Background: an optimization exercise with open tools, aiming at small area and a short achievable clock period. Do not read the settings as production practice. Function was not checked in any run shown here: the RTL went through the layout flow alone. Power figures rest on the tool's default switching activity, not on a simulated workload.

==> design.v <==
package sb_pkg;
    localparam int NUM_FU   = 4;
    localparam int NUM_REGS = 32;
    typedef logic [31:0]       inst_t;
    typedef logic [4:0]        reg_idx_t;    
    typedef logic [2:0]        fu_id_t;
    typedef logic [NUM_FU-1:0] fu_vec_t;     
    typedef logic [4:0]        fu_op_t;
    localparam fu_id_t FU_NONE = 3'd0;
    localparam fu_id_t FU_ALU  = 3'd1;
    localparam fu_id_t FU_MEM  = 3'd2;
    localparam fu_id_t FU_MUL  = 3'd3;
    localparam fu_id_t FU_DIV  = 3'd4;
    localparam logic [6:0] OPC_OP     = 7'b0110011;
    localparam logic [6:0] OPC_OP_IMM = 7'b0010011;
    localparam logic [6:0] OPC_LOAD   = 7'b0000011;
    localparam logic [6:0] OPC_STORE  = 7'b0100011;
    localparam logic [6:0] F7_BASE   = 7'b0000000;
    localparam logic [6:0] F7_ALT    = 7'b0100000;
    localparam logic [6:0] F7_MULDIV = 7'b0000001;
    localparam fu_op_t ALU_ADD   = 5'h00;
    localparam fu_op_t ALU_SUB   = 5'h01;
    localparam fu_op_t ALU_SLL   = 5'h02;
    localparam fu_op_t ALU_SLT   = 5'h03;
    localparam fu_op_t ALU_SLTU  = 5'h04;
    localparam fu_op_t ALU_XOR   = 5'h05;
    localparam fu_op_t ALU_SRL   = 5'h06;
    localparam fu_op_t ALU_SRA   = 5'h07;
    localparam fu_op_t ALU_OR    = 5'h08;
    localparam fu_op_t ALU_AND   = 5'h09;
    localparam fu_op_t ALU_ADDI  = 5'h10;
    localparam fu_op_t ALU_SLLI  = 5'h12;
    localparam fu_op_t ALU_SLTI  = 5'h13;
    localparam fu_op_t ALU_SLTIU = 5'h14;
    localparam fu_op_t ALU_XORI  = 5'h15;
    localparam fu_op_t ALU_SRLI  = 5'h16;
    localparam fu_op_t ALU_SRAI  = 5'h17;
    localparam fu_op_t ALU_ORI   = 5'h18;
    localparam fu_op_t ALU_ANDI  = 5'h19;
    localparam fu_op_t MEM_LB  = 5'b00000;
    localparam fu_op_t MEM_LH  = 5'b00010;
    localparam fu_op_t MEM_LW  = 5'b00100;
    localparam fu_op_t MEM_LBU = 5'b01000;
    localparam fu_op_t MEM_LHU = 5'b01010;
    localparam fu_op_t MEM_SB  = 5'b00001;
    localparam fu_op_t MEM_SH  = 5'b00011;
    localparam fu_op_t MEM_SW  = 5'b00101;
    localparam fu_op_t MUL_MUL    = 5'd0;
    localparam fu_op_t MUL_MULH   = 5'd1;
    localparam fu_op_t MUL_MULHSU = 5'd2;
    localparam fu_op_t MUL_MULHU  = 5'd3;
    localparam fu_op_t DIV_DIV  = 5'd0;
    localparam fu_op_t DIV_DIVU = 5'd1;
    localparam fu_op_t DIV_REM  = 5'd2;
    localparam fu_op_t DIV_REMU = 5'd3;
endpackage
`timescale 1ns/1ps
module sb_issue_check (
    input  sb_pkg::inst_t                         inst,
    input  sb_pkg::fu_vec_t                       busy,
    input  sb_pkg::fu_vec_t                       pend,     
    input  sb_pkg::reg_idx_t [sb_pkg::NUM_FU-1:0] dst,
    output logic                                  issue_ready
);
    logic [6:0] opc;
    logic [2:0] f3;
    logic [6:0] f7;
    logic [4:0] rd;
    logic       is_op, is_imm, is_ld, is_st;
    logic       f7_base, f7_alt, f7_md, alt_en;
    logic [3:0] sel;
    logic       waw;
    logic [3:0] waw_k;
    assign opc = inst[6:0];
    assign f3  = inst[14:12];
    assign f7  = inst[31:25];
    assign rd  = inst[11:7];
    assign is_op   = opc == sb_pkg::OPC_OP;
    assign is_imm  = opc == sb_pkg::OPC_OP_IMM;
    assign is_ld   = opc == sb_pkg::OPC_LOAD;
    assign is_st   = opc == sb_pkg::OPC_STORE;
    assign f7_base = f7 == sb_pkg::F7_BASE;
    assign f7_alt  = f7 == sb_pkg::F7_ALT;
    assign f7_md   = f7 == sb_pkg::F7_MULDIV;
    assign alt_en  = f7_alt & (is_op | f3 == 3'd5);
    assign sel[0] = (is_op & (f7_base | (f7_alt & (f3 == 3'd0 | f3 == 3'd5)))) |
                    (is_imm & ((f3 != 3'd1 & f3 != 3'd5) | f7_base | alt_en));
    assign sel[1] = (is_ld & f3 != 3'd3 & f3 < 3'd6) | (is_st & f3 < 3'd3);
    assign sel[2] = is_op & f7_md & ~f3[2];
    assign sel[3] = is_op & f7_md &  f3[2];
    always_comb begin
        for (int k = 0; k < 4; k++) waw_k[k] = pend[k] & dst[k] == rd;
    end
    assign waw = |waw_k;
    assign issue_ready = ~((sel[0] & (busy[0] | waw)) |
                           (sel[1] & (busy[1] | (~is_st & waw))) |
                           (sel[2] & (busy[2] | waw)) |
                           (sel[3] & (busy[3] | waw)));
endmodule
`timescale 1ns/1ps
module sb_out_mux (
    input  sb_pkg::fu_vec_t                       rdy,
    input  sb_pkg::fu_vec_t                       can,
    input  logic [4:0]                            op_a,
    input  logic [3:0]                            op_m,
    input  logic [1:0]                            op_x,
    input  logic [1:0]                            op_y,
    input  logic [4:0]                            dst_a,
    input  logic [4:0]                            dst_x,
    input  logic [4:0]                            dst_y,
    input  logic [4:0]                            fld_m,
    input  sb_pkg::reg_idx_t [sb_pkg::NUM_FU-1:0] s1_q,
    input  logic [4:0]                            s2_a,
    input  logic [4:0]                            s2_x,
    input  logic [4:0]                            s2_y,
    output sb_pkg::fu_vec_t                       grant,
    output sb_pkg::fu_vec_t                       ret,
    output sb_pkg::fu_op_t                        op_ctrl,
    output sb_pkg::reg_idx_t                      rs1_ctrl,
    output sb_pkg::reg_idx_t                      rs2_ctrl,
    output sb_pkg::fu_id_t                        write_sel,
    output logic                                  reg_write,
    output sb_pkg::reg_idx_t                      rd_ctrl
);
    logic [3:0][4:0] op_e, dst_e, s2_e;
    logic [3:0]      dst_nz;
    assign op_e[0]  = op_a;
    assign op_e[1]  = {1'b0, op_m};
    assign op_e[2]  = {3'b000, op_x};
    assign op_e[3]  = {3'b000, op_y};
    assign dst_e[0] = dst_a;
    assign dst_e[1] = op_m[0] ? 5'd0 : fld_m;
    assign dst_e[2] = dst_x;
    assign dst_e[3] = dst_y;
    assign s2_e[0]  = op_a[4] ? 5'd0 : s2_a;
    assign s2_e[1]  = op_m[0] ? fld_m : 5'd0;
    assign s2_e[2]  = s2_x;
    assign s2_e[3]  = s2_y;
    assign grant = rdy & ~(rdy - 1'b1);
    assign ret   = can & ~(can - 1'b1);
    always_comb begin
        op_ctrl  = '0;
        rs1_ctrl = '0;
        rs2_ctrl = '0;
        rd_ctrl  = '0;
        for (int u = 0; u < 4; u++) begin
            op_ctrl  = op_ctrl  | (op_e[u]  & {5{grant[u]}});
            rs1_ctrl = rs1_ctrl | (s1_q[u]  & {5{grant[u]}});
            rs2_ctrl = rs2_ctrl | (s2_e[u]  & {5{grant[u]}});
            rd_ctrl  = rd_ctrl  | (dst_e[u] & {5{ret[u]}});
            dst_nz[u] = dst_e[u] != '0;
        end
    end
    assign write_sel = {ret[3], ret[1] | ret[2], ret[0] | ret[2]};
    assign reg_write = |(ret & dst_nz);
endmodule
`timescale 1ns/1ps
module sb_top (
    input  logic             clk,
    input  logic             rst,
    input  sb_pkg::inst_t    inst,
    input  logic             inst_valid,
    input  sb_pkg::fu_vec_t  fu_done,
    output logic             issue_ready,
    output sb_pkg::fu_vec_t  fu_en,
    output sb_pkg::fu_op_t   op_ctrl,
    output sb_pkg::reg_idx_t rs1_ctrl,
    output sb_pkg::reg_idx_t rs2_ctrl,
    output sb_pkg::fu_id_t   write_sel,
    output logic             reg_write,
    output sb_pkg::reg_idx_t rd_ctrl
);
    localparam int N = sb_pkg::NUM_FU;
    logic [6:0] opc;
    logic [2:0] f3;
    logic [6:0] f7;
    logic [4:0] rd, rs1, rs2;
    logic       is_op, is_imm, is_ld, is_st;
    logic       f7_base, f7_alt, f7_md, alt_en;
    logic [3:0] alu_lo;
    logic [N-1:0] sel;
    logic       has_rd, use_rs2;
    logic       rd_nz, rs1_nz, rs2_nz;
    assign opc = inst[6:0];
    assign f3  = inst[14:12];
    assign f7  = inst[31:25];
    assign rd  = inst[11:7];
    assign rs1 = inst[19:15];
    assign rs2 = inst[24:20];
    assign is_op   = opc == sb_pkg::OPC_OP;
    assign is_imm  = opc == sb_pkg::OPC_OP_IMM;
    assign is_ld   = opc == sb_pkg::OPC_LOAD;
    assign is_st   = opc == sb_pkg::OPC_STORE;
    assign f7_base = f7 == sb_pkg::F7_BASE;
    assign f7_alt  = f7 == sb_pkg::F7_ALT;
    assign f7_md   = f7 == sb_pkg::F7_MULDIV;
    assign alt_en  = f7_alt & (is_op | f3 == 3'd5);
    always_comb begin
        case (f3)
            3'd0:    alu_lo = alt_en ? 4'd1 : 4'd0;
            3'd1:    alu_lo = 4'd2;
            3'd2:    alu_lo = 4'd3;
            3'd3:    alu_lo = 4'd4;
            3'd4:    alu_lo = 4'd5;
            3'd5:    alu_lo = alt_en ? 4'd7 : 4'd6;
            3'd6:    alu_lo = 4'd8;
            default: alu_lo = 4'd9;
        endcase
    end
    assign sel[0] = (is_op & (f7_base | (f7_alt & (f3 == 3'd0 | f3 == 3'd5)))) |
                    (is_imm & ((f3 != 3'd1 & f3 != 3'd5) | f7_base | alt_en));
    assign sel[1] = (is_ld & f3 != 3'd3 & f3 < 3'd6) | (is_st & f3 < 3'd3);
    assign sel[2] = is_op & f7_md & ~f3[2];
    assign sel[3] = is_op & f7_md &  f3[2];
    assign has_rd  = sel[0] | sel[2] | sel[3] | (sel[1] & ~is_st);
    assign use_rs2 = is_op | is_st;
    assign rd_nz   = rd  != '0;
    assign rs1_nz  = rs1 != '0;
    assign rs2_nz  = rs2 != '0;
    logic [N-1:0] busy, unread;
    logic [N-1:0] rdy_q;          
    logic [N-1:0][N-1:0] wait_nx;
    logic [N-1:0] unread_nx;
    logic [N-1:0] can_q;          
    logic [N-1:0][N-1:0] waitm;      
    logic [N-1:0][N-1:0] warm;       
    logic [4:0] op_a;             
    logic [3:0] op_m;             
    logic [1:0] op_x, op_y;       
    logic [4:0] dst_a, dst_x, dst_y;
    logic [4:0] fld_m;            
    logic [N-1:0][4:0] s1_q;
    logic [4:0] s2_a, s2_x, s2_y;
    logic [N-1:0][4:0] op_e;
    logic [N-1:0][4:0] dst_e;
    logic [N-1:0][4:0] s1_e;
    logic [N-1:0][4:0] s2_e;
    logic [N-1:0] pend;
    assign op_e[0]  = op_a;
    assign op_e[1]  = {1'b0, op_m};
    assign op_e[2]  = {3'b000, op_x};
    assign op_e[3]  = {3'b000, op_y};
    assign dst_e[0] = dst_a;
    assign dst_e[1] = op_m[0] ? 5'd0 : fld_m;
    assign dst_e[2] = dst_x;
    assign dst_e[3] = dst_y;
    assign s2_e[0]  = op_a[4] ? 5'd0 : s2_a;
    assign s2_e[1]  = op_m[0] ? fld_m : 5'd0;
    assign s2_e[2]  = s2_x;
    assign s2_e[3]  = s2_y;
    assign pend[0]  = busy[0];
    assign pend[1]  = busy[1] & ~op_m[0];
    assign pend[2]  = busy[2];
    assign pend[3]  = busy[3];
    assign s1_e = s1_q;
    logic [N-1:0] rdy, grant, can, ret;
    always_comb begin
        for (int u = 0; u < N; u++) begin
        end
    end
    assign rdy   = rdy_q;
    assign can   = can_q;
    logic [N-1:0] raw, war_c;
    logic [N-1:0] issue;
    always_comb begin
        for (int k = 0; k < N; k++) begin
            raw[k]   = pend[k] & ((rs1_nz & dst_e[k] == rs1) |
                                  (use_rs2 & rs2_nz & dst_e[k] == rs2));
            war_c[k] = unread[k] & ~grant[k] & ~ret[k] & rd_nz &
                       (s1_e[k] == rd | s2_e[k] == rd);
        end
    end
    logic [N-1:0] pend_nz;
    always_comb begin
        for (int k = 0; k < N; k++) pend_nz[k] = pend[k] & (dst_e[k] != '0);
    end
    sb_issue_check issue_check (
        .inst(inst), .busy(busy), .pend(pend_nz), .dst(dst_e), .issue_ready(issue_ready)
    );
    assign issue       = sel & {N{inst_valid & issue_ready}};
    logic [N-1:0] rdy_nx;
    assign unread_nx = issue | (unread & ~grant & ~ret);
    always_comb begin
        for (int u = 0; u < N; u++) rdy_nx[u] = unread_nx[u] & ~|wait_nx[u];
    end
    logic [N-1:0] war_left;
    always_comb begin
        for (int u = 0; u < N; u++) war_left[u] = |(warm[u] & ~grant & ~ret);
    end
    always_ff @(posedge clk or posedge rst) begin
        if (rst) begin
            busy   <= '0;
            unread <= '0;
            rdy_q  <= '0;
            can_q  <= '0;
        end else begin
            busy   <= issue | (busy & ~ret);
            unread <= unread_nx;
            rdy_q  <= rdy_nx;
            can_q  <= fu_done & busy & ~ret & ~war_left;
        end
    end
    for (genvar u = 0; u < N; u++) begin : g_unit
        for (genvar k = 0; k < N; k++) begin : g_pair
            if (k == u) begin : g_self
                assign waitm[u][k] = 1'b0;
                assign wait_nx[u][k] = 1'b0;
                assign warm[u][k]  = 1'b0;
            end else begin : g_other
                logic wait_q, war_q;
                assign wait_nx[u][k] = (busy[u] ? wait_q : raw[k]) & ~ret[k];
                always_ff @(posedge clk) begin
                    wait_q <= wait_nx[u][k];
                    if (busy[u]) begin
                        war_q  <= war_q & ~grant[k] & ~ret[k];
                    end else begin
                        war_q  <= war_c[k] & ((u != 1) | ~is_st);
                    end
                end
                assign waitm[u][k] = wait_q;
                assign warm[u][k]  = war_q;
            end
        end
    end
    always_ff @(posedge clk) begin
        for (int u = 0; u < N; u++) begin
            if (!busy[u]) s1_q[u] <= rs1;
        end
    end
    always_ff @(posedge clk) begin
        if (!busy[0]) begin
            op_a  <= {is_imm, alu_lo};
            dst_a <= rd;
            s2_a  <= rs2;
        end
        if (!busy[1]) begin
            op_m  <= {f3, is_st};
            fld_m <= is_st ? rs2 : rd;
        end
        if (!busy[2]) begin
            op_x  <= f3[1:0];
            dst_x <= rd;
            s2_x  <= rs2;
        end
        if (!busy[3]) begin
            op_y  <= f3[1:0];
            dst_y <= rd;
            s2_y  <= rs2;
        end
    end
    sb_out_mux out_mux (
        .rdy(rdy), .can(can), .op_a(op_a), .op_m(op_m), .op_x(op_x), .op_y(op_y),
        .dst_a(dst_a), .dst_x(dst_x), .dst_y(dst_y), .fld_m(fld_m), .s1_q(s1_q),
        .s2_a(s2_a), .s2_x(s2_x), .s2_y(s2_y), .grant(grant), .ret(ret),
        .op_ctrl(op_ctrl), .rs1_ctrl(rs1_ctrl), .rs2_ctrl(rs2_ctrl),
        .write_sel(write_sel), .reg_write(reg_write), .rd_ctrl(rd_ctrl)
    );
    assign fu_en = grant;
endmodule
==> flow/run.sh <==
#!/bin/bash
# Standard layout, with plain buffers (not delay cells) on the ports.
set -euo pipefail
bash standard.sh BUFFER_PORTS_ARGS="-buffer_cell sky130_fd_sc_hd__buf_2" > standard.log 2>&1
==> standard.sh <==
#!/bin/bash
# synth_recipe.tcl (not shown) runs the flow's synth.tcl, then flattens the netlist and writes it again
# the make line also repeats each setting of config.mk as NAME=value (left out here)
make -C /OpenROAD-flow-scripts/flow DESIGN_CONFIG=/design/flow/config.mk WORK_HOME=/design/flow/orfs CLKGATE_MAP_FILE= SYNTH_SCRIPT=/design/flow/synth_recipe.tcl "${@:-finish}"
==> config.mk <==
export PLATFORM = sky130hd
export DESIGN_NAME = sb_top
export DESIGN_NICKNAME = sb_top
export VERILOG_FILES = /design/flow/design.v
export SDC_FILE = /design/flow/constraint.sdc
export NUM_CORES = 4
export LEC_CHECK = 0
export ABC_AREA = 1
export CAP_MARGIN = 20
export CORE_MARGIN = 2
export CORE_UTILIZATION = 40
export SETUP_SLACK_MARGIN = 2.5
export SLEW_MARGIN = 20
export SYNTH_HIERARCHICAL = 1
export SYNTH_MINIMUM_KEEP_SIZE = 0
==> constraint.sdc <==
create_clock -name core_clock -period 6.0 [get_ports {clk}]
set_input_delay 1.2000 -clock core_clock [delete_from_list [all_inputs] [get_ports {clk}]]
set_output_delay 1.2000 -clock core_clock [all_outputs]
set_load 0.01 [all_outputs]
==> results of run 1 <==
[layout by cell type, fill, tap and decap left out, drive strengths merged, types with 2 or more instances in the layout]
cell / count
xor2: 20
nor2: 112
nand3: 51
o21ai: 30
dfrtp: 16
edfxtp: 68
nor4: 3
o22ai: 2
clkbuf: 13
a221oi: 2
clkinv: 4
nor3: 6
a21oi: 8
nor3b: 2
or3b: 2
xnor2: 26
nand3b: 2
nand4: 33
or2: 4
a22o: 2
nand2: 326
dfxtp: 24
inv: 118
o41ai: 3
buf: 93
[power groups by stage]
stage | Combinational [mW] | Sequential, mW | Clock [mW]
after detailed placement | 0.894 | 1.23 | 0
after global routing | 1.17 | 1.23 | 0.674
after floorplan | 0.637 | 1.14 | 0
final | 1.05 | 1.21 | 0.635
after CTS | 0.973 | 1.20 | 0.647
after global placement | 0.891 | 1.23 | 0
[cell families (layout without fill, tap and decap cells)]
group | count (synthesis) | in the layout
AND/OR/NAND/NOR | 542 | 542
flip-flops | 108 | 108
buffers and inverters | 135 | 228
XOR/XNOR | 46 | 46
AO/OA/AOI/OAI | 55 | 55
[state kept, by name (all words and copies together), names as in the netlist, 4 cells and up]
| register | count |
|---|---|
| busy | 4 |
| g_unit.g_pair.g_other.war_q | 12 |
| s2_y | 5 |
| can_q | 4 |
| s2_x | 5 |
| op_m | 4 |
| fld_m | 5 |
| g_unit.g_pair.g_other.wait_q | 12 |
| op_a | 5 |
| dst_x | 5 |
| s2_a | 5 |
| unread | 4 |
| s1_q | 20 |
| dst_a | 5 |
| rdy_q | 4 |
| dst_y | 5 |
[critical path, stage by stage]
cell and delay, ps:
buf_12 130, inv_8 60, nand2_1 50, nand2_2 80
nor2_2 50, nand3_2 80, nand3_1 110, o21ai_2 140
nand2_1 70, nor2_2 150, buf_2 150
[per-module statistics from Yosys (local to each module, per instance)]
module,cells inside,times used
sb_top,609,1
sb_out_mux,139,1
sb_issue_check,138,1
[final timing paths]
check,from,endpoint
worst max-delay path,inst[10],issue_ready
worst min-delay path,g_unit[2].g_pair[1].g_other.war_q,can_q[2]
worst max register to register,op_m[0],rdy_q[3]
worst min register to register,g_unit[2].g_pair[1].g_other.war_q,can_q[2]
max in group asynchronous,rst,rdy_q[0]
min in group asynchronous,rst,can_q[0]
[routing by layer]
| metal | track usage, % | vias up | part of all wire (%) |
|---|---|---|---|
| met4 | 10.7 | 0 | 3.0 |
| li1 | - | 3023 | - |
| met2 | 36.5 | 246 | 45 |
| met5 | 0 | - | 0 |
| met1 | 32.1 | 2760 | 45 |
| met3 | 3.20 | 40 | 7.3 |
[area by class of cell]
| class | count | share of cell area (%) |
|---|---|---|
| timing repair buffer | 94 | 8.44 |
| tap | 216 | 3.47 |
| multi-input combinational | 643 | 40.1 |
| clock inverter | 4 | 0.434 |
| sequential | 108 | 37.6 |
| clock buffer | 12 | 3.71 |
| inverter | 118 | 6.30 |
[repair_timing]
item	in CTS	in global routing
endpoints found under the setup margin	1	2
cloned	0	1
gates resized for setup	32	38
hold endpoints to repair	0	0
pin swaps	5	19
setup buffers	11	12
==> metrics.md, run 1 <==
| Metric | Value |
|---|---|
| Status | timing/DRC/antenna clean |
| FF-to-FF path depth | 19 |
| Top-count cell post-synth | nand2_1 |
| P_int | 1.73 mW |
| Post-Synth XOR/XNOR Area | 6.20% |
| Final Hold Viols | 0 |
| Hold Crit Class | flip-flop to flip-flop |
| Clock sink count | 108 |
| Iteration-0 DRC Markers | 588 |
| Core Region | 15,900 sq um |
| Initial Util | 40.9% |
| Normalized max-slew margin | 55.1% |
| Slew @ Worst Pin | 673 ps |
| Leading area contributor after synthesis | edfxtp_1 |
| IO buf count | 67 |
| Final Util | 49.0% |
| Switching part of the total | 40.0% |
| Clk slew on worst S/H paths | 80 ps |
| Switching power | 1.16 mW |
| Diode count | 0 |
| Total gr overflow | 0 |
| CP arrival | 2280 ps |
| WHS | 446 ps |
| RSZ-0062 raised after global routing | yes |
| Synthesis-to-finish area growth | 19.8% |
| Die W | 131 um |
| TritonCTS clock tree | yes |
| Max-cap violations | 0 |
| Worst setup SP type | primary input |
| Number of enable flip-flop cells after synthesis | 68 |
| CTS Buf Count | 9 |
| Power Density | 372 nW/um^2 |
| Vias in the first global route | 5,655 |
| Wire length per cell | 16.9 um |
| Die Span Y | 131 um |
| Complex-gate fraction of the synthesized area | 5.47% |
| Share of flip-flops with an asynchronous set or reset | 14.8% |
| Filler cell count | 1,664 |
| Post-synthesis mux area share | 0% |
| Antenna violations before repair | 0 |
| Cell Rows | 46 |
| First-pass GRT wire length | 30.9 mm |
| Vias | 6,069 |
| Cell Area, Placed | 7030 sq um |
| Clock Latency Late Sink | 360 ps |
| Post-synthesis adder-cell area fraction | 0% |
| Worst-path fanout max | 14 |
| Post-synth top flop | edfxtp_1 |
| Fin area | 7780 sq um |
| Root Driver | clkbuf_16 |
| Crit. End Element | output port |
| Simple-gate area share of the yosys netlist | 35.1% |
| Min Tclk post-route | 3480 ps |
| GRT Overall Usage | 23.3% |
| Storage cell area | 2920 sq um |
| Area of the multi-input gates | 3120 sq um |
| Non-filler instance count after layout | 1,195 |
| Post-Syn Area | 6500 sq um |
| Fin crit share | 57.9% |
| Largest net degree at the start of global routing | 27 |
| Final Slew Violations | 0 |
| Antenna Violating Nets Remaining | 0 |
| Total Power | 2.89 mW |
| YS warnings | 9 |
| Setup-failing EPs final | 0 |
| First-pass detailed-route iteration total | 5 |
| Routability cong. | 0.951 |
| #FFs+latches synth | 108 |
| Syn_area_per_cell | 7.33 sq um |
| Leakage | 3.92 nW |
| Required @ worst endpoint | 4800 ps |
| H-tree depth | 3 |
| Share of the synthesized area in the top cell type | 31.4% |
| Hold depth | 1 |
| Clock Skew | 9.34 ps |
| Achievable clock frequency | 0.288 GHz |
| Remaining DRCs | 0 |
| Share of cells above drive strength 1 | 16.6% |
| Cts hold-fix bufs | 0 |
| Largest family of logic cells by synthesized area | simple AND/OR/NAND/NOR gates |
| Post-synthesis sequential area ratio | 45.0% |
| Top cells by area, synth | edfxtp_1 31%, nand2_1 19%, dfxtp_1 7.4% |
| Placed Cells | 1,155 |
| Synthesized Nets | 925 |
| Logic pwr share | 36.3% |
| Cells after synthesis | 886 |
| DP Worst Slack | 2240 ps |
| Sequential Power Share | 41.7% |
| Drt total wl | 20.1 mm |
| Synth unique cells | 45 |
| Final setup TNS | 0 ps |
| Maximum vdd drop | 164 uV |
| Worst reg-to-reg setup slack | 3140 ps |
| List of most frequent post-synthesis cells | 323 x nand2_1, 109 x nor2_1, 103 x inv_1, 68 x edfxtp_1, 49 x nand3_1 |
| Final nets | 1,013 |
| Clk pwr share | 22.0% |
| CP Class | primary input to output port |
| Full die area | 17,300 sq um |
| Setup ws final | 2520 ps |
| IO Pins | 68 |
| Vias per cell | 5.08 |
| HPWL Detailed | 14.4 mm |
| CTS Buffer Depth | 2 |
==> inputs of run 2 (changes only) <==
--- a/config.mk
+++ b/config.mk
@@ -7,6 +7,7 @@
 export LEC_CHECK = 0
-export ABC_AREA = 1
 export CAP_MARGIN = 20
 export CORE_MARGIN = 2
-export CORE_UTILIZATION = 40
+export CORE_UTILIZATION = 60
+export CTS_BUF_LIST = sky130_fd_sc_hd__clkbuf_8
+export CTS_CLUSTER_SIZE = 30
 export SETUP_SLACK_MARGIN = 2.5
==> run 2 against run 1 <==
  * Non-clock buffer count shrank 19
  * Critical path type unchanged
  * Highest routed layer is now met5
  * Critical path depth shrank 4
  * Routed wire length shrank 18%
  * Area after synthesis shrank 5.2%
==> metrics.md, run 2 <==
| Metric | Value |
|---|---|
| Synthesized Nets | 628 |
| Post-synthesis adder-cell area fraction | 0% |
| Power Density | 279 nW/um^2 |
| Cts hold-fix bufs | 0 |
| Top sig layer | met5 |
| Initial Util | 62.5% |
| Post-Synth XOR/XNOR Area | 13.2% |
| Worst setup SP type | primary input |
| Total gr overflow | 0 |
| Post-synthesis mux area share | 1.60% |
| Required @ worst endpoint | 4800 ps |
| CTS Buffer Depth | 2 |
| Antenna violations before repair | 1 |
| Syn_area_per_cell | 10.5 sq um |
| First-pass detailed-route iteration total | 5 |
| Die W | 105 um |
| TritonCTS clock tree | yes |
| Drt total wl | 16.5 mm |
| List of most frequent post-synthesis cells | 68 x edfxtp_1, 53 x xnor2_1, 40 x xor2_1, 32 x nor2_1 |
| #FFs+latches synth | 108 |
| Clock Latency Late Sink | 390 ps |
| Simple-gate area share of the yosys netlist | 18.6% |
| H-tree depth | 3 |
| Synth unique cells | 67 |
| Biggest regs | s1_q: 20 flops, g_unit.g_pair.g_other.wait_q: 12 flops, g_unit.g_pair.g_other.war_q: 12 flops |
| IO Pins | 68 |
| Post-Syn Area | 6160 sq um |
| Wire length per cell | 21.3 um |
| Remaining DRCs | 0 |
| Clock Skew | 11.4 ps |
| Number of enable flip-flop cells after synthesis | 68 |
| Max reg flops | 20 |
| GRT Overall Usage | 30.0% |
| Total Power | 1.89 mW |
| YS warnings | 9 |
| Largest net degree at the start of global routing | 29 |
| Die Span Y | 105 um |
| HP Start | g_unit[3].g_pair[1].g_other.war_q |
| Clk slew on worst S/H paths | 100 ps |
| Root Driver | clkbuf_8 |
| Setup-failing EPs final | 0 |
| Filler cell count | 768 |
| Antenna Violating Nets Remaining | 0 |
| Complex-gate fraction of the synthesized area | 15.1% |
| Cell Rows | 36 |
| Hold Crit Class | flip-flop to flip-flop |
| Most frequent cells in the layout | 68 x edfxtp_1, 64 x buf_2, 53 x xnor2_1 |
| Worst-path fanout max | 3 |
| Routability cong. | 0.923 |
| Largest family of logic cells by synthesized area | simple AND/OR/NAND/NOR gates |
| Final Hold Viols | 0 |
| Iteration-0 DRC Markers | 456 |
| Min Tclk post-route | 3860 ps |
| Commonest non-fill, non-tap cell in the layout | edfxtp_1 |
| Slew @ Worst Pin | 823 ps |
| CP arrival | 2660 ps |
| Share of cells above drive strength 1 | 19.1% |
| Core Region | 9860 sq um |
| CP Class | primary input to output port |
| Post-synthesis sequential area ratio | 47.4% |
| Normalized max-slew margin | 44.9% |
| HPWL Detailed | 11.3 mm |
| Top-count cell post-synth | edfxtp_1 |
| Vias per cell | 6.50 |
| Status | timing/DRC/antenna clean |
| Synthesis-to-finish area growth | 10.2% |
| Post-synth top flop | edfxtp_1 |
| Fin crit share | 64.4% |
| Final setup TNS | 0 ps |
| Full die area | 11,100 sq um |
| Maximum vdd drop | 237 uV |
| DR WL met3 | 1.66 mm |
| Final nets | 677 |
| Leading area contributor after synthesis | edfxtp_1 |
| Vias in the first global route | 4,656 |
| M1 wire length | 6.97 mm |
| Final Slew Violations | 0 |
| Share of flip-flops with an asynchronous set or reset | 14.8% |
| CTS Buf Count | 9 |
| Max-cap violations | 0 |
| RSZ-0062 raised after global routing | yes |
| Leakage | 2.57 nW |
| Vias | 5,046 |
| Share of the synthesized area in the top cell type | 33.1% |
| Clock sink count | 108 |
| Achievable clock frequency | 0.259 GHz |
| Met2 wire length | 7.49 mm |
| Most flop-heavy register | s1_q |
| Crit. End Element | output port |
| First-pass GRT wire length | 25.3 mm |
| Cells after synthesis | 589 |
| RR Startpoint | op_m[0] |
| Diode count | 0 |
| Top cells by area, synth | edfxtp_1 33%, dfxtp_1 7.8%, xnor2_1 7.5% |
| IO buf count | 67 |
| Setup crit start | inst[28] |
## run 2: cell count changes after synthesis, moves of 17 or more
| cell | previous run | this run |
|---|---|---|
| xor2_1 | 20 | 40 |
| nor2_1 | 109 | 32 |
| nand3_1 | 49 | 23 |
| inv_1 | 103 | 15 |
| clkbuf_1 | 4 | 21 |
| xnor2_1 | 26 | 53 |
| nand2_1 | 323 | 29 |
| a22oi_1 | 0 | 29 |
| nand4_1 | 33 | 11 |
## run 2: repair_timing
item / CTS / global route
cloned: 0 / 0
resized for setup: 4 / 5
endpoints found under the setup margin: 21 / 4
setup buffers: 2 / 0
hold endpoints to repair: 0 / 0
pin swaps: 1 / 0
## run 2: routing by layer
layer	vias to the layer above	global-route usage (%)
met3	39	7.79
met5	-	0
met4	2	8.67
met2	285	46.1
li1	2288	-
met1	2432	42.2
## run 2: Yosys stat by module, one instance, submodules excluded
| module | times used | cells inside | flops+latches | cell area, sq um |
|---|---|---|---|---|
| sb_issue_check | 1 | 51 | 0 | 400 |
| sb_out_mux | 1 | 86 | 0 | 633 |
| sb_top | 1 | 452 | 108 | 5130 |
## run 2: final timing paths
path / end / slack [ps] / cells after the start
setup / recovery: issue_ready / 2140 / 7
hold / removal: can_q[3] / 430 / 1
setup reg to reg: rdy_q[2] / 2970 / 11
hold reg to reg: can_q[3] / 430 / 1
max in group asynchronous: can_q[0] / 4680 / 2
min in group asynchronous: busy[0] / 870 / 2
## run 2: through the flow
step | instance area (sq um) | hold WS [ps] | util [%] | worst slack [ps] | instances
after CTS | 6780 | 438 | 68.7 | 2130 | 776
after global placement | 6540 | 414 | 66.3 | 2170 | 758
after global routing | 6790 | 461 | 68.8 | 2090 | 776
final | 6790 | 432 | 68.8 | 2140 | 776
after floorplan | 6180 | 396 | - | 2470 | 589
after detailed placement | 6540 | 423 | 66.3 | 2130 | 758
## run 2: area by class of cell
class	instances	area, sq um	share of cell area (%)
repair buffers	75	415	6.12
clock buffers	9	124	1.82
inverters	18	67.6	0.995
multi-input cells	426	3020	44.5
flip-flops and latches	108	2920	43.1
clock inverters	7	67.6	0.995
well taps	133	166	2.45
## run 2: logic make-up after synthesis
| logic type | Yosys count |
|---|---|
| compound gates | 132 |
| flops | 108 |
| xor+xnor | 93 |
| buf+inv | 55 |
| mux | 9 |
| simple gates | 192 |
## run 2: power by group
group / switching, mW / total [mW] / internal [mW]
sequential: 0.130 / 1.03 / 0.903
clock: 0.252 / 0.445 / 0.193
combinational: 0.245 / 0.415 / 0.170
## run 2: critical path: stages
cell       delay [ps]
buf_2             100
or4_4             550
nor4_4            200
a32o_2            230
a31oi_1            60
o2bb2ai_2         180
buf_2             140
==> inputs of run 3 (changes only) <==
--- a/design.v
+++ b/design.v
@@ -71,3 +71,3 @@
     logic [3:0] sel;
-    logic       waw;
+    logic       has_rd;
     logic [3:0] waw_k;
@@ -90,2 +90,3 @@
     assign sel[3] = is_op & f7_md &  f3[2];
+    assign has_rd = sel[0] | sel[2] | sel[3] | (sel[1] & ~is_st);
     always_comb begin
@@ -93,7 +94,3 @@
     end
-    assign waw = |waw_k;
-    assign issue_ready = ~((sel[0] & (busy[0] | waw)) |
-                           (sel[1] & (busy[1] | (~is_st & waw))) |
-                           (sel[2] & (busy[2] | waw)) |
-                           (sel[3] & (busy[3] | waw)));
+    assign issue_ready = ~(|(sel & busy)) & ~(has_rd & (rd != '0) & |waw_k);
 endmodule
@@ -272,8 +269,4 @@
     end
-    logic [N-1:0] pend_nz;
-    always_comb begin
-        for (int k = 0; k < N; k++) pend_nz[k] = pend[k] & (dst_e[k] != '0);
-    end
     sb_issue_check issue_check (
-        .inst(inst), .busy(busy), .pend(pend_nz), .dst(dst_e), .issue_ready(issue_ready)
+        .inst(inst), .busy(busy), .pend(pend), .dst(dst_e), .issue_ready(issue_ready)
     );
==> run 3 against run 2 <==
  * Clock skew down 0.96 ps
  * Setup slack gained 260 ps
  * Synthesized cell count decreased by 0.51%
  * Register-to-register slack worse by 50 ps
  * Combinational power down 67%
  * Global-route usage rose by 2.9 points
==> metrics.md, run 3 <==
| Metric | Value |
|---|---|
| Hold Crit Class | flip-flop to flip-flop |
| Achievable clock frequency | 0.277 GHz |
| Die W | 106 um |
| Min Tclk post-route | 3610 ps |
| Power Density | 193 nW/um^2 |
| Switching part of the total | 25.7% |
| Synth unique cells | 77 |
| Initial Util | 61.1% |
| Most flop-heavy register | s1_q |
| Cell Area, Placed | 6520 sq um |
| Fin crit share | 60.1% |
| Final Slew Violations | 0 |
| Final Hold Viols | 0 |
| Vias | 5,119 |
| Clock sink count | 108 |
| CP Class | primary input to output port |
| HPWL Detailed | 12.3 mm |
| YS warnings | 9 |
| IO Pins | 68 |
| Setup ws final | 2390 ps |
| Total gr overflow | 0 |
| Setup-failing EPs final | 0 |
| Antenna violations before repair | 0 |
| Vias in the first global route | 4,891 |
| Leading area contributor after synthesis | edfxtp_1 |
| Worst-path fanout max | 7 |
| Maximum vdd drop | 181 uV |
| Antenna Violating Nets Remaining | 0 |
| Cells after synthesis | 586 |
| Max-cap violations | 0 |
| Required @ worst endpoint | 4800 ps |
| Drt total wl | 18.1 mm |
| Logic pwr share | 10.0% |
| Iteration-0 DRC Markers | 434 |
| Sequential Power Share | 59.0% |
| Final nets | 689 |
| Post-Syn Area | 6250 sq um |
| Die Span Y | 106 um |
| Root Driver | clkbuf_8 |
| Status | timing/DRC/antenna clean |
| Top sig layer | met4 |
| GRT Overall Usage | 32.9% |
| P_int | 1.01 mW |
| Biggest regs | s1_q: 20 flops, g_unit.g_pair.g_other.wait_q: 12 flops, g_unit.g_pair.g_other.war_q: 12 flops |
| Synthesis-to-finish area growth | 13.1% |
| Clock Skew | 10.5 ps |
| Slew @ Worst Pin | 1000 ps |
| Top cells by area, synth | edfxtp_1 33%, dfxtp_1 7.7%, xor2_1 6.4% |
| Cell Rows | 37 |
| Normalized max-slew margin | 33.1% |
| First-pass GRT wire length | 27.7 mm |
| CP arrival | 2410 ps |
| First-pass detailed-route iteration total | 5 |
| Synthesized Nets | 625 |
| Syn_area_per_cell | 10.7 sq um |
| Clk pwr share | 31.0% |
| Remaining DRCs | 0 |
| Share of flip-flops with an asynchronous set or reset | 14.8% |
| Commonest non-fill, non-tap cell in the layout | edfxtp_1 |
| Share of cells above drive strength 1 | 23.8% |
| #FFs+latches synth | 108 |
| Routability cong. | 1.00 |
| Leakage | 2.70 nW |
| CTS Buf Count | 9 |
| Most frequent cells in the layout | 68 x edfxtp_1, 59 x buf_2, 45 x xor2_1 |
| Final setup TNS | 0 ps |
| Clk slew on worst S/H paths | 110 ps |
| RSZ-0062 raised after global routing | yes |
| Share of the synthesized area in the top cell type | 32.6% |
| TritonCTS clock tree | yes |
| Vias per cell | 6.47 |
| Core Region | 10,200 sq um |
| Worst setup SP type | primary input |
| Crit. End Element | output port |
| Largest net degree at the start of global routing | 29 |
| Fin area | 7080 sq um |
| Total Power | 1.37 mW |
| H-tree depth | 3 |
| Number of enable flip-flop cells after synthesis | 68 |
| List of most frequent post-synthesis cells | 68 x edfxtp_1, 46 x xor2_1, 43 x xnor2_1, 33 x nand2_1 |
| Post-synth top flop | edfxtp_1 |
| IO buf count | 67 |
| M1 wire length | 7.40 mm |
| Top-count cell post-synth | edfxtp_1 |
| Post-synthesis sequential area ratio | 46.7% |
| Clock Latency Late Sink | 380 ps |
| Final Util | 69.2% |
| DP Worst Slack | 2010 ps |
| CTS Buffer Depth | 2 |
| Full die area | 11,300 sq um |
| DR WL met3 | 1.89 mm |
| Switching power | 0.352 mW |
| Diode count | 0 |
| Max reg flops | 20 |
| Met2 wire length | 8.42 mm |
| Wire length per cell | 22.8 um |
## run 3: metrics by stage
stage	cells	hold slack (ps)
detailed placement	750	426
global placement	750	418
CTS	780	435
floorplan	586	405
global route	791	453
finish	791	437
## run 3: final timing paths
check                                                   from     endpoint  slack (ps)  depth (start not counted)
max                                                 inst[10]  issue_ready        2390                          8
max reg2reg                                         fld_m[1]     rdy_q[3]        2920                         12
min in group asynchronous                                rst     can_q[0]         910                          2
max in group asynchronous                                rst    unread[0]        4640                          2
min                        g_unit[1].g_pair[0].g_other.war_q     can_q[1]         440                          1
min reg2reg                g_unit[1].g_pair[0].g_other.war_q     can_q[1]         440                          1
## run 3: power by group through the flow
stage	sequential [mW]	clock [mW]	combinational, mW
4_1_cts	0.806	0.429	0.130
2_1_floorplan	0.820	0	0.0817
5_1_grt	0.807	0.452	0.146
6_report	0.806	0.424	0.136
3_3_place_gp	0.822	0	0.112
3_5_place_dp	0.822	0	0.115
## run 3: worst max-delay path: stages
cell and delay (ps):
buf_16 120, xor2_1 200, nor4_2 60, and3_1 170, a31oi_1 150, nand3_1 140, a31oi_2 210, buf_2 160
## run 3: what timing repair did
action	CTS	global route
pin swaps	6	7
resized for setup	27	9
buffers inserted	13	8
gates cloned	1	1
endpoints found under the setup margin	17	7
hold buffers	0	0
## run 3: logic make-up after synthesis
group / after synthesis / share of synthesized area, %
and+or+nand+nor: 177 / 17.4
AOI/OAI and AO/OA: 143 / 16.5
DFF: 108 / 46.7
xor gates and xnor gates: 91 / 13.0
buffers and inverters: 61 / 5.32
muxes: 6 / 1.06
## run 3: modules after synthesis, one instance, submodules excluded
module / flops+latches / copies in the design / area (sq um)
sb_issue_check: 0 / 1 / 489
sb_out_mux: 0 / 1 / 633
sb_top: 108 / 1 / 5130
## run 3: routing by layer
layer / up-vias / global-route usage, %
li1: 2301 / -
met3: 29 / 7.23
met1: 2510 / 46.9
met4: 0 / 11.0
met2: 279 / 50.0
met5: - / 0
## run 3: area by class of cell
type	count	area (sq um)
well taps	136	170
repair buffers	93	676
clock buffers	9	124
clock inverters	7	51.3
inverters	20	78.8
flip-flops and latches	108	2920
repair inverters	1	5.00
multi-input cells	417	3050
fillers	809	3150
==> inputs of run 4 (changes only) <==
==> flow/run.sh (replaced) <==
#!/bin/bash
# Standard layout, with plain buffers (not delay cells) on the ports, and slow
# many-input cells added to the platform's don't-use list.
set -euo pipefail
DU="sky130_fd_sc_hd__lpflow_bleeder_1 sky130_fd_sc_hd__lpflow_clkbufkapwr_1 sky130_fd_sc_hd__lpflow_clkbufkapwr_16 sky130_fd_sc_hd__lpflow_clkbufkapwr_2 sky130_fd_sc_hd__lpflow_clkbufkapwr_4 sky130_fd_sc_hd__lpflow_clkbufkapwr_8 sky130_fd_sc_hd__lpflow_clkinvkapwr_1 sky130_fd_sc_hd__lpflow_clkinvkapwr_16 sky130_fd_sc_hd__lpflow_clkinvkapwr_2 sky130_fd_sc_hd__lpflow_clkinvkapwr_4 sky130_fd_sc_hd__lpflow_clkinvkapwr_8 sky130_fd_sc_hd__lpflow_decapkapwr_12 sky130_fd_sc_hd__lpflow_decapkapwr_3 sky130_fd_sc_hd__lpflow_decapkapwr_4 sky130_fd_sc_hd__lpflow_decapkapwr_6 sky130_fd_sc_hd__lpflow_decapkapwr_8 sky130_fd_sc_hd__lpflow_inputiso0n_1 sky130_fd_sc_hd__lpflow_inputiso0p_1 sky130_fd_sc_hd__lpflow_inputiso1n_1 sky130_fd_sc_hd__lpflow_inputiso1p_1 sky130_fd_sc_hd__lpflow_inputisolatch_1 sky130_fd_sc_hd__lpflow_isobufsrc_1 sky130_fd_sc_hd__lpflow_isobufsrc_16 sky130_fd_sc_hd__lpflow_isobufsrc_2 sky130_fd_sc_hd__lpflow_isobufsrc_4 sky130_fd_sc_hd__lpflow_isobufsrc_8 sky130_fd_sc_hd__lpflow_isobufsrckapwr_16 sky130_fd_sc_hd__lpflow_lsbuf_lh_hl_isowell_tap_1 sky130_fd_sc_hd__lpflow_lsbuf_lh_hl_isowell_tap_2 sky130_fd_sc_hd__lpflow_lsbuf_lh_hl_isowell_tap_4 sky130_fd_sc_hd__lpflow_lsbuf_lh_isowell_4 sky130_fd_sc_hd__lpflow_lsbuf_lh_isowell_tap_1 sky130_fd_sc_hd__lpflow_lsbuf_lh_isowell_tap_2 sky130_fd_sc_hd__lpflow_lsbuf_lh_isowell_tap_4 sky130_fd_sc_hd__probe_p_8 sky130_fd_sc_hd__probec_p_8  sky130_fd_sc_hd__a2111o_1 sky130_fd_sc_hd__a2111o_2 sky130_fd_sc_hd__a2111o_4 sky130_fd_sc_hd__a2111oi_0 sky130_fd_sc_hd__a2111oi_1 sky130_fd_sc_hd__a2111oi_2 sky130_fd_sc_hd__a2111oi_4 sky130_fd_sc_hd__a221o_1 sky130_fd_sc_hd__a221o_2 sky130_fd_sc_hd__a221o_4 sky130_fd_sc_hd__a2bb2o_1 sky130_fd_sc_hd__a2bb2o_2 sky130_fd_sc_hd__a2bb2o_4 sky130_fd_sc_hd__a311o_1 sky130_fd_sc_hd__a311o_2 sky130_fd_sc_hd__a311o_4 sky130_fd_sc_hd__a311oi_1 sky130_fd_sc_hd__a311oi_2 sky130_fd_sc_hd__a311oi_4 sky130_fd_sc_hd__a32o_1 sky130_fd_sc_hd__a32o_2 sky130_fd_sc_hd__a32o_4 sky130_fd_sc_hd__a32oi_1 sky130_fd_sc_hd__a32oi_2 sky130_fd_sc_hd__a32oi_4 sky130_fd_sc_hd__a41o_1 sky130_fd_sc_hd__a41o_2 sky130_fd_sc_hd__a41o_4 sky130_fd_sc_hd__a41oi_1 sky130_fd_sc_hd__a41oi_2 sky130_fd_sc_hd__a41oi_4 sky130_fd_sc_hd__and4_1 sky130_fd_sc_hd__and4_2 sky130_fd_sc_hd__and4_4 sky130_fd_sc_hd__and4b_1 sky130_fd_sc_hd__and4b_2 sky130_fd_sc_hd__and4b_4 sky130_fd_sc_hd__and4bb_1 sky130_fd_sc_hd__and4bb_2 sky130_fd_sc_hd__and4bb_4 sky130_fd_sc_hd__nor4_1 sky130_fd_sc_hd__nor4_2 sky130_fd_sc_hd__nor4_4 sky130_fd_sc_hd__nor4b_1 sky130_fd_sc_hd__nor4b_2 sky130_fd_sc_hd__nor4b_4 sky130_fd_sc_hd__nor4bb_1 sky130_fd_sc_hd__nor4bb_2 sky130_fd_sc_hd__nor4bb_4 sky130_fd_sc_hd__o2111a_1 sky130_fd_sc_hd__o2111a_2 sky130_fd_sc_hd__o2111a_4 sky130_fd_sc_hd__o2111ai_1 sky130_fd_sc_hd__o2111ai_2 sky130_fd_sc_hd__o2111ai_4 sky130_fd_sc_hd__o221a_1 sky130_fd_sc_hd__o221a_2 sky130_fd_sc_hd__o221a_4 sky130_fd_sc_hd__o2bb2a_1 sky130_fd_sc_hd__o2bb2a_2 sky130_fd_sc_hd__o2bb2a_4 sky130_fd_sc_hd__o311a_1 sky130_fd_sc_hd__o311a_2 sky130_fd_sc_hd__o311a_4 sky130_fd_sc_hd__o311ai_0 sky130_fd_sc_hd__o311ai_1 sky130_fd_sc_hd__o311ai_2 sky130_fd_sc_hd__o311ai_4 sky130_fd_sc_hd__o32a_1 sky130_fd_sc_hd__o32a_2 sky130_fd_sc_hd__o32a_4 sky130_fd_sc_hd__o32ai_1 sky130_fd_sc_hd__o32ai_2 sky130_fd_sc_hd__o32ai_4 sky130_fd_sc_hd__o41a_1 sky130_fd_sc_hd__o41a_2 sky130_fd_sc_hd__o41a_4 sky130_fd_sc_hd__o41ai_1 sky130_fd_sc_hd__o41ai_2 sky130_fd_sc_hd__o41ai_4 sky130_fd_sc_hd__or3_1 sky130_fd_sc_hd__or3_2 sky130_fd_sc_hd__or3_4 sky130_fd_sc_hd__or3b_1 sky130_fd_sc_hd__or3b_2 sky130_fd_sc_hd__or3b_4 sky130_fd_sc_hd__or4_1 sky130_fd_sc_hd__or4_2 sky130_fd_sc_hd__or4_4 sky130_fd_sc_hd__or4b_1 sky130_fd_sc_hd__or4b_2 sky130_fd_sc_hd__or4b_4 sky130_fd_sc_hd__or4bb_1 sky130_fd_sc_hd__or4bb_2 sky130_fd_sc_hd__or4bb_4 "
bash standard.sh BUFFER_PORTS_ARGS="-buffer_cell sky130_fd_sc_hd__buf_2" DONT_USE_CELLS="$DU" > standard.log 2>&1
==> run 4 against run 3 <==
  * Critical path depth is the same
  * First-iteration DRC count increased by 74%
  * Die area shrank 1.8%
  * Clock power down 8.3%
  * Utilization rose by 4.2 points
  * Non-clock buffer count decreased by 1
  * Combinational power increased by 6%
  * Still clean on timing, DRC and antenna
  * Final cell count increased by 2.8%
  * Clock skew fell by 0.91 ps
  * Critical path type unchanged
  * Global-route usage down 1.4 points
==> metrics.md, run 4 <==
| Metric | Value |
|---|---|
| Storage cell area | 2920 sq um |
| Post-synthesis sequential area ratio | 47.6% |
| Post-Syn Area | 6140 sq um |
| Commonest non-fill, non-tap cell in the layout | edfxtp_1 |
| CP Class | primary input to output port |
| Maximum vdd drop | 158 uV |
| Root Driver | clkbuf_8 |
| YS warnings | 9 |
| Synthesis-to-finish area growth | 17.9% |
| Power Density | 182 nW/um^2 |
| Clock Latency Late Sink | 370 ps |
| Status | timing/DRC/antenna clean |
| Vias per cell | 6.53 |
| Min Tclk post-route | 3580 ps |
| Leading area contributor after synthesis | edfxtp_1 |
| Final Hold Viols | 0 |
| Largest net degree at the start of global routing | 30 |
| Total gr overflow | 0 |
| P_int | 1.00 mW |
| Vias in the first global route | 4,773 |
| Slew @ Worst Pin | 1080 ps |
| Logic pwr share | 10.9% |
| Initial Util | 62.2% |
| Switching part of the total | 24.0% |
| WHS | 439 ps |
| TritonCTS clock tree | yes |
| Routability cong. | 0.964 |
| Iteration-0 DRC Markers | 753 |
| Area of the multi-input gates | 3170 sq um |
| Number of enable flip-flop cells after synthesis | 68 |
| Achievable clock frequency | 0.279 GHz |
| Clk slew on worst S/H paths | 100 ps |
| Worst setup SP type | primary input |
| Fin crit share | 59.7% |
| GRT Overall Usage | 31.5% |
| Diode count | 0 |
| #FFs+latches synth | 108 |
| Synth unique cells | 54 |
| Clk pwr share | 29.4% |
| Share of the synthesized area in the top cell type | 33.3% |
| Cts hold-fix bufs | 0 |
| CP arrival | 2380 ps |
| Top cells by area, synth | edfxtp_1 33%, xnor2_1 9.6%, dfxtp_1 7.8% |
| First-pass detailed-route iteration total | 6 |
| Crit. End Element | output port |
| Top-count cell post-synth | edfxtp_1 |
| Drt total wl | 18.5 mm |
| Final setup TNS | 0 ps |
| List of most frequent post-synthesis cells | 68 x edfxtp_1, 67 x xnor2_1, 36 x nand2_1, 36 x nor2_1, 34 x nand3_1 |
| IO Pins | 68 |
| Core Region | 9860 sq um |
| Filler cell count | 707 |
| Final nets | 715 |
| H-tree depth | 3 |
| Required @ worst endpoint | 4800 ps |
| Clock Skew | 9.55 ps |
| CTS Buffer Depth | 2 |
| Synthesized Nets | 651 |
| Most flop-heavy register | s1_q |
| Cells after synthesis | 612 |
| First-pass GRT wire length | 26.5 mm |
| Die W | 105 um |
| Share of flip-flops with an asynchronous set or reset | 14.8% |
| Biggest regs | s1_q: 20 flops, g_unit.g_pair.g_other.wait_q: 12 flops, g_unit.g_pair.g_other.war_q: 12 flops |
| Full die area | 11,100 sq um |
| Hold Crit Class | flip-flop to flip-flop |
| CTS Buf Count | 9 |
| Share of cells above drive strength 1 | 23.4% |
| Worst-path fanout max | 8 |
| Antenna violations before repair | 0 |
| Cell Rows | 36 |
| Wire length per cell | 22.8 um |
| Normalized max-slew margin | 27.9% |
| Setup-failing EPs final | 0 |
| Max-cap violations | 0 |
| Most frequent cells in the layout | 68 x edfxtp_1, 57 x buf_2, 49 x xnor2_1 |
| Clock sink count | 108 |
| Post-synth top flop | edfxtp_1 |
| RSZ-0062 raised after global routing | yes |
| IO buf count | 67 |
| HPWL Detailed | 11.8 mm |
| Leakage | 2.84 nW |
| Final Slew Violations | 0 |
| Die Span Y | 105 um |
| Antenna Violating Nets Remaining | 0 |
| Vias | 5,309 |
| Switching power | 0.318 mW |
| Syn_area_per_cell | 10.0 sq um |
| Remaining DRCs | 0 |
| Sequential Power Share | 59.7% |
| Max reg flops | 20 |
-- run 4: routing by layer --
layer / global-route usage [%] / vias to the layer above / routed length (um)
met5: 0 / - / 0
met4: 11.0 / 0 / 570
met3: 4.62 / 55 / 1990
met2: 48.1 / 373 / 8600
met1: 46.0 / 2528 / 7380
li1: - / 2353 / -
-- run 4: cell type report --
class                   count  share of cell area, %
flip-flops and latches    108                   40.4
multi-input cells         448                   43.8
repair buffers             92                   10.4
well taps                 133                   2.30
inverters                  17                  0.950
clock buffers               9                   1.71
clock inverters             6                  0.467
-- run 4: per-stage QoR --
| stage | worst slack, ps | power, mW | util (%) | instances | instance area (sq um) |
|---|---|---|---|---|---|
| floorplan | 2660 | 0.877 | - | 612 | 6140 |
| global placement | 2110 | 0.904 | 65.1 | 776 | 6430 |
| detailed placement | 2070 | 0.908 | 65.1 | 776 | 6430 |
| CTS | 2360 | 1.29 | 67.6 | 792 | 6670 |
| global route | 2380 | 1.36 | 73.4 | 813 | 7240 |
| finish | 2420 | 1.32 | 73.4 | 813 | 7240 |
-- run 4: final timing paths --
path | startpoint | end | slack [ps] | depth (start not counted)
max in group asynchronous | rst | busy[1] | 4650 | 2
worst min-delay path | g_unit[3].g_pair[2].g_other.war_q | can_q[3] | 440 | 1
worst max register to register | fld_m[2] | rdy_q[3] | 3040 | 15
worst max-delay path | inst[11] | issue_ready | 2420 | 8
worst min register to register | g_unit[3].g_pair[2].g_other.war_q | can_q[3] | 440 | 1
min in group asynchronous | rst | busy[0] | 900 | 2
-- run 4: cell families (layout without fill, tap and decap cells) --
family          Yosys count  count (layout)  synth area share [%]
compound gates          143             143                  15.1
xor+xnor                 91              91                  13.0
buf+inv                  56             124                  4.91
flops                   108             108                  47.6
mux                       6               6                  1.08
simple gates            208             208                  18.3
-- run 4: critical path, stage by stage --
cell	delay (ps)
buf_16	130
xnor2_2	160
nand4_1	140
o22ai_2	190
nor2_4	80
o31ai_4	220
a21oi_2	100
buf_2	150
-- run 4: modules after synthesis, one instance, submodules excluded --
| module | copies in the design | cells inside |
|---|---|---|
| sb_top | 1 | 445 |
| sb_out_mux | 1 | 100 |
| sb_issue_check | 1 | 67 |
-- run 4: what timing repair did --
| action | in CTS | in global routing |
|---|---|---|
| setup buffers | 1 | 16 |
| gates cloned | 0 | 5 |
| endpoints found under the hold margin | 0 | 0 |
| endpoints found under the setup margin | 13 | 2 |
| gates resized for setup | 23 | 55 |
| pin swaps | 2 | 25 |
-- run 4: power by group through the flow --
stage	Sequential (mW)	Clock [mW]	Combinational, mW
2_1_floorplan	0.805	0	0.0720
3_3_place_gp	0.805	0	0.0990
3_5_place_dp	0.805	0	0.103
4_1_cts	0.788	0.392	0.108
5_1_grt	0.788	0.420	0.152
6_report	0.788	0.389	0.144
==> inputs of run 5 (changes only) <==
==> flow/run.sh (replaced) <==
#!/bin/bash
# Own flow: the standard layout with three changes.
#  1. Ports get plain buf_2 buffers (not the delay cells buffer_ports picks).
#  2. Slow many-input cells are added to the platform's don't-use list.
#  3. Synthesis maps the top module with a delay-relaxed ABC script (its paths
#     have slack to spare) and every other module, which holds the paths to the
#     outputs, with ORFS's speed script. Registers are untouched: dfflibmap runs
#     before ABC, so names and cell types are those of the standard synthesis.
set -euo pipefail
here=$(pwd)
rm -rf "$here/scripts"
cp -r "$FLOW_HOME/scripts" "$here/scripts"
cp "$here/flow/abc_relax.script" "$here/scripts/abc_relax.script"
python3 - "$here/scripts/synth.tcl" <<'PY'
import sys
p = sys.argv[1]
s = open(p).read()
old = "  log_cmd abc {*}$abc_args\n"
new = """  set relax_args [lreplace $abc_args 1 1 $::env(SCRIPTS_DIR)/abc_relax.script]
  foreach m [split [string trim [tee -q -s result.string select -list-mod *]] "\\n"] {
    if { $m eq $::env(DESIGN_NAME) } {
      log_cmd abc {*}$relax_args $m
    } else {
      log_cmd abc {*}$abc_args $m
    }
  }
"""
assert s.count(old) == 1
open(p, "w").write(s.replace(old, new))
PY
DU="sky130_fd_sc_hd__lpflow_bleeder_1 sky130_fd_sc_hd__lpflow_clkbufkapwr_1 sky130_fd_sc_hd__lpflow_clkbufkapwr_16 sky130_fd_sc_hd__lpflow_clkbufkapwr_2 sky130_fd_sc_hd__lpflow_clkbufkapwr_4 sky130_fd_sc_hd__lpflow_clkbufkapwr_8 sky130_fd_sc_hd__lpflow_clkinvkapwr_1 sky130_fd_sc_hd__lpflow_clkinvkapwr_16 sky130_fd_sc_hd__lpflow_clkinvkapwr_2 sky130_fd_sc_hd__lpflow_clkinvkapwr_4 sky130_fd_sc_hd__lpflow_clkinvkapwr_8 sky130_fd_sc_hd__lpflow_decapkapwr_12 sky130_fd_sc_hd__lpflow_decapkapwr_3 sky130_fd_sc_hd__lpflow_decapkapwr_4 sky130_fd_sc_hd__lpflow_decapkapwr_6 sky130_fd_sc_hd__lpflow_decapkapwr_8 sky130_fd_sc_hd__lpflow_inputiso0n_1 sky130_fd_sc_hd__lpflow_inputiso0p_1 sky130_fd_sc_hd__lpflow_inputiso1n_1 sky130_fd_sc_hd__lpflow_inputiso1p_1 sky130_fd_sc_hd__lpflow_inputisolatch_1 sky130_fd_sc_hd__lpflow_isobufsrc_1 sky130_fd_sc_hd__lpflow_isobufsrc_16 sky130_fd_sc_hd__lpflow_isobufsrc_2 sky130_fd_sc_hd__lpflow_isobufsrc_4 sky130_fd_sc_hd__lpflow_isobufsrc_8 sky130_fd_sc_hd__lpflow_isobufsrckapwr_16 sky130_fd_sc_hd__lpflow_lsbuf_lh_hl_isowell_tap_1 sky130_fd_sc_hd__lpflow_lsbuf_lh_hl_isowell_tap_2 sky130_fd_sc_hd__lpflow_lsbuf_lh_hl_isowell_tap_4 sky130_fd_sc_hd__lpflow_lsbuf_lh_isowell_4 sky130_fd_sc_hd__lpflow_lsbuf_lh_isowell_tap_1 sky130_fd_sc_hd__lpflow_lsbuf_lh_isowell_tap_2 sky130_fd_sc_hd__lpflow_lsbuf_lh_isowell_tap_4 sky130_fd_sc_hd__probe_p_8 sky130_fd_sc_hd__probec_p_8  sky130_fd_sc_hd__a2111o_1 sky130_fd_sc_hd__a2111o_2 sky130_fd_sc_hd__a2111o_4 sky130_fd_sc_hd__a2111oi_0 sky130_fd_sc_hd__a2111oi_1 sky130_fd_sc_hd__a2111oi_2 sky130_fd_sc_hd__a2111oi_4 sky130_fd_sc_hd__a221o_1 sky130_fd_sc_hd__a221o_2 sky130_fd_sc_hd__a221o_4 sky130_fd_sc_hd__a2bb2o_1 sky130_fd_sc_hd__a2bb2o_2 sky130_fd_sc_hd__a2bb2o_4 sky130_fd_sc_hd__a311o_1 sky130_fd_sc_hd__a311o_2 sky130_fd_sc_hd__a311o_4 sky130_fd_sc_hd__a311oi_1 sky130_fd_sc_hd__a311oi_2 sky130_fd_sc_hd__a311oi_4 sky130_fd_sc_hd__a32o_1 sky130_fd_sc_hd__a32o_2 sky130_fd_sc_hd__a32o_4 sky130_fd_sc_hd__a32oi_1 sky130_fd_sc_hd__a32oi_2 sky130_fd_sc_hd__a32oi_4 sky130_fd_sc_hd__a41o_1 sky130_fd_sc_hd__a41o_2 sky130_fd_sc_hd__a41o_4 sky130_fd_sc_hd__a41oi_1 sky130_fd_sc_hd__a41oi_2 sky130_fd_sc_hd__a41oi_4 sky130_fd_sc_hd__and4_1 sky130_fd_sc_hd__and4_2 sky130_fd_sc_hd__and4_4 sky130_fd_sc_hd__and4b_1 sky130_fd_sc_hd__and4b_2 sky130_fd_sc_hd__and4b_4 sky130_fd_sc_hd__and4bb_1 sky130_fd_sc_hd__and4bb_2 sky130_fd_sc_hd__and4bb_4 sky130_fd_sc_hd__nor4_1 sky130_fd_sc_hd__nor4_2 sky130_fd_sc_hd__nor4_4 sky130_fd_sc_hd__nor4b_1 sky130_fd_sc_hd__nor4b_2 sky130_fd_sc_hd__nor4b_4 sky130_fd_sc_hd__nor4bb_1 sky130_fd_sc_hd__nor4bb_2 sky130_fd_sc_hd__nor4bb_4 sky130_fd_sc_hd__o2111a_1 sky130_fd_sc_hd__o2111a_2 sky130_fd_sc_hd__o2111a_4 sky130_fd_sc_hd__o2111ai_1 sky130_fd_sc_hd__o2111ai_2 sky130_fd_sc_hd__o2111ai_4 sky130_fd_sc_hd__o221a_1 sky130_fd_sc_hd__o221a_2 sky130_fd_sc_hd__o221a_4 sky130_fd_sc_hd__o2bb2a_1 sky130_fd_sc_hd__o2bb2a_2 sky130_fd_sc_hd__o2bb2a_4 sky130_fd_sc_hd__o311a_1 sky130_fd_sc_hd__o311a_2 sky130_fd_sc_hd__o311a_4 sky130_fd_sc_hd__o311ai_0 sky130_fd_sc_hd__o311ai_1 sky130_fd_sc_hd__o311ai_2 sky130_fd_sc_hd__o311ai_4 sky130_fd_sc_hd__o32a_1 sky130_fd_sc_hd__o32a_2 sky130_fd_sc_hd__o32a_4 sky130_fd_sc_hd__o32ai_1 sky130_fd_sc_hd__o32ai_2 sky130_fd_sc_hd__o32ai_4 sky130_fd_sc_hd__o41a_1 sky130_fd_sc_hd__o41a_2 sky130_fd_sc_hd__o41a_4 sky130_fd_sc_hd__o41ai_1 sky130_fd_sc_hd__o41ai_2 sky130_fd_sc_hd__o41ai_4 sky130_fd_sc_hd__or3_1 sky130_fd_sc_hd__or3_2 sky130_fd_sc_hd__or3_4 sky130_fd_sc_hd__or3b_1 sky130_fd_sc_hd__or3b_2 sky130_fd_sc_hd__or3b_4 sky130_fd_sc_hd__or4_1 sky130_fd_sc_hd__or4_2 sky130_fd_sc_hd__or4_4 sky130_fd_sc_hd__or4b_1 sky130_fd_sc_hd__or4b_2 sky130_fd_sc_hd__or4b_4 sky130_fd_sc_hd__or4bb_1 sky130_fd_sc_hd__or4bb_2 sky130_fd_sc_hd__or4bb_4 "
bash standard.sh SCRIPTS_DIR="$here/scripts" BUFFER_PORTS_ARGS="-buffer_cell sky130_fd_sc_hd__buf_2" DONT_USE_CELLS="$DU" > standard.log 2>&1
==> flow/abc_relax.script (new file) <==
&get -n
&st
&dch
&nf -R 1000
&st
&syn2
&if -g -K 6
&synch2
&nf -R 1000
&put
buffer -c
topo
stime -c
dnsize -c
==> run 5 against run 4 <==
  * Via count is 0.15% higher
  * Maximum frequency down 2.2%
  * Utilization grew 0.64 points
  * Area after synthesis fell by 1.4%
  * Total power is 4.4% higher
==> metrics.md, run 5 <==
| Metric | Value |
|---|---|
| Vias in the first global route | 4,742 |
| Final Util | 74.0% |
| Logic pwr share | 11.7% |
| FF-to-FF path depth | 15 |
| Vias per cell | 6.44 |
| H-tree depth | 3 |
| Crit. End Element | output port |
| Placed Cells | 779 |
| #FFs+latches synth | 108 |
| Die Span Y | 104 um |
| Fin crit share | 61.1% |
| CTS Buffer Depth | 2 |
| Final nets | 727 |
| Full die area | 10,900 sq um |
| Total Power | 1.38 mW |
| Normalized max-slew margin | 34.5% |
| Vias | 5,317 |
| Final Slew Violations | 0 |
| Post-synthesis sequential area ratio | 48.3% |
| Worst-path fanout max | 5 |
| Commonest non-fill, non-tap cell in the layout | edfxtp_1 |
| Clk pwr share | 30.5% |
| Post-Syn Area | 6050 sq um |
| Power Density | 191 nW/um^2 |
| Top-count cell post-synth | edfxtp_1 |
| Switching power | 0.357 mW |
| Synthesis-to-finish area growth | 19.5% |
| RSZ-0062 raised after global routing | yes |
| List of most frequent post-synthesis cells | 68 x edfxtp_1, 57 x xnor2_1, 55 x nor2_1, 37 x o21ai_0, 36 x nand2_1 |
| Hold worst-path end | can_q[3] |
| Crit path largest cell delay | 270 ps |
| Top cells by area, synth | edfxtp_1 34%, xnor2_1 8.2%, dfxtp_1 7.9% |
| Cell Area, Placed | 6380 sq um |
| IO buf count | 67 |
| Status | timing/DRC/antenna clean |
| Post-synth top flop | edfxtp_1 |
| CP arrival | 2460 ps |
| Most frequent cells in the layout | 68 x edfxtp_1, 58 x buf_2, 54 x nor2_1 |
| Max reg flops | 20 |
| Root Driver | clkbuf_8 |
| Leakage | 2.86 nW |
| Cts hold-fix bufs | 0 |
| HPWL Detailed | 11.4 mm |
| Initial Util | 61.9% |
| Worst path slowest cell | o31ai_2 |
| WHS | 434 ps |
| Maximum vdd drop | 162 uV |
| Antenna Violating Nets Remaining | 0 |
| Area of the multi-input gates | 3070 sq um |
| Synthesized Nets | 655 |
| Largest net degree at the start of global routing | 30 |
| Hold depth | 1 |
| Worst-path cell chain | buf_16, xnor2_1, nand4_1, o22ai_2, nor2_2, o31ai_2, a21oi_2, buf_2 |
| Remaining DRCs | 0 |
| CTS Buf Count | 9 |
| Non-filler instance count after layout | 826 |
| Clk slew on worst S/H paths | 100 ps |
| Clock Latency Late Sink | 380 ps |
| Setup ws final | 2340 ps |
| Filler cell count | 693 |
| Sequential Power Share | 57.8% |
| Cells after synthesis | 616 |
| Synth unique cells | 48 |
| Number of enable flip-flop cells after synthesis | 68 |
| RR Endpoint | rdy_q[2] |
| P_int | 1.02 mW |
| Leading area contributor after synthesis | edfxtp_1 |
| Syn_area_per_cell | 9.83 sq um |
| Cell Rows | 36 |
| Diode count | 0 |
| Final setup TNS | 0 ps |
| Slew @ Worst Pin | 981 ps |
| First-pass GRT wire length | 25.9 mm |
| Clock Skew | 9.13 ps |
| HP Start | g_unit[3].g_pair[1].g_other.war_q |
| Min Tclk post-route | 3660 ps |
| Antenna violations before repair | 0 |
| Core Region | 9770 sq um |
| YS warnings | 9 |
| Total gr overflow | 0 |
| GRT Overall Usage | 30.9% |
| CP Class | primary input to output port |
| Fin area | 7240 sq um |
| Worst setup SP type | primary input |
| Clock sink count | 108 |
| Storage cell area | 2920 sq um |
| First-pass detailed-route iteration total | 7 |
| Max-cap violations | 0 |
| TritonCTS clock tree | yes |
| Final Hold Viols | 0 |
| Share of the synthesized area in the top cell type | 33.7% |
| DP Worst Slack | 2010 ps |
| RR Startpoint | fld_m[1] |
| Iteration-0 DRC Markers | 647 |
| Switching part of the total | 25.9% |
| Share of cells above drive strength 1 | 22.8% |
| Setup-failing EPs final | 0 |
| Most flop-heavy register | s1_q |
| IO Pins | 68 |
| Wire length per cell | 21.9 um |
| Required @ worst endpoint | 4800 ps |
| Hold Crit Class | flip-flop to flip-flop |
[run 5: changes by cell type in the layout (fill, tap and decap cells not counted), moves of 7 or more]
cell     change
xor2_1       +8
and3_1       -7
buf_4        +7
o21ai_0      +8
nor2_1      +19
[run 5: kinds of logic after synthesis]
group	synth area share [%]
flops	48.3
xor+xnor	12.9
compound gates	13.8
simple gates	18.5
mux	2.09
buf+inv	4.42
[run 5: per-module statistics from Yosys (local to each module, per instance)]
module,cells,area (sq um),flip-flops and latches,times used
sb_issue_check,67,465,0,1
sb_out_mux,100,639,0,1
sb_top,449,4950,108,1
[run 5: final cells by class]
class / instances / share of cell area, %
multi-input cells: 454 / 42.4
flip-flops and latches: 108 / 40.4
repair buffers: 101 / 11.7
well taps: 133 / 2.30
clock buffers: 9 / 1.71
inverters: 14 / 0.778
clock inverters: 7 / 0.692
[run 5: worst max path at each step]
stage              from          end  slack [ps]  cells after the start
3_3_place_gp    inst[7]  issue_ready        2110                      8
5_1_grt        inst[10]  issue_ready        2310                      8
2_1_floorplan   inst[8]  issue_ready        2660                      7
3_5_place_dp    inst[7]  issue_ready        2010                      8
4_1_cts        inst[11]  issue_ready        2320                      8
6_report       inst[10]  issue_ready        2340                      8
[run 5: critical path, delay by kind of cell]
kind | cells | cell delay (ps)
AOI/OAI and AO/OA | 3 | 540
xor gates and xnor gates | 1 | 200
and+or+nand+nor | 2 | 240
buffers and inverters | 2 | 280
[run 5: what timing repair did]
item | CTS | global route
buffers inserted | 2 | 24
pin swaps | 2 | 22
setup endpoints to repair | 13 | 4
gates resized for setup | 28 | 40
cloned | 0 | 5
[run 5: layer usage]
| layer | vias up | routed length (um) | GRT usage, % |
|---|---|---|---|
| li1 | 2361 | - | - |
| met1 | 2532 | 7210 | 43.4 |
| met2 | 374 | 8360 | 47.3 |
| met3 | 50 | 1970 | 6.39 |
| met4 | 0 | 516 | 11.2 |
| met5 | - | 0 | 0 |
[run 5: power by group through the flow]
stage | logic [mW] | registers, mW | clock network [mW]
finish | 0.162 | 0.797 | 0.420
global route | 0.173 | 0.797 | 0.452
CTS | 0.128 | 0.797 | 0.427
detailed placement | 0.120 | 0.813 | 0
global placement | 0.116 | 0.813 | 0
floorplan | 0.0824 | 0.809 | 0

Check on run 5: ideal ports give 2.337 ns setup slack; a clkbuf_16 on the clock port and buf_2 on the inputs give 2.215 ns; moving port delays by the midpoint clock arrival (0.413 ns) as well gives 2.215 ns.
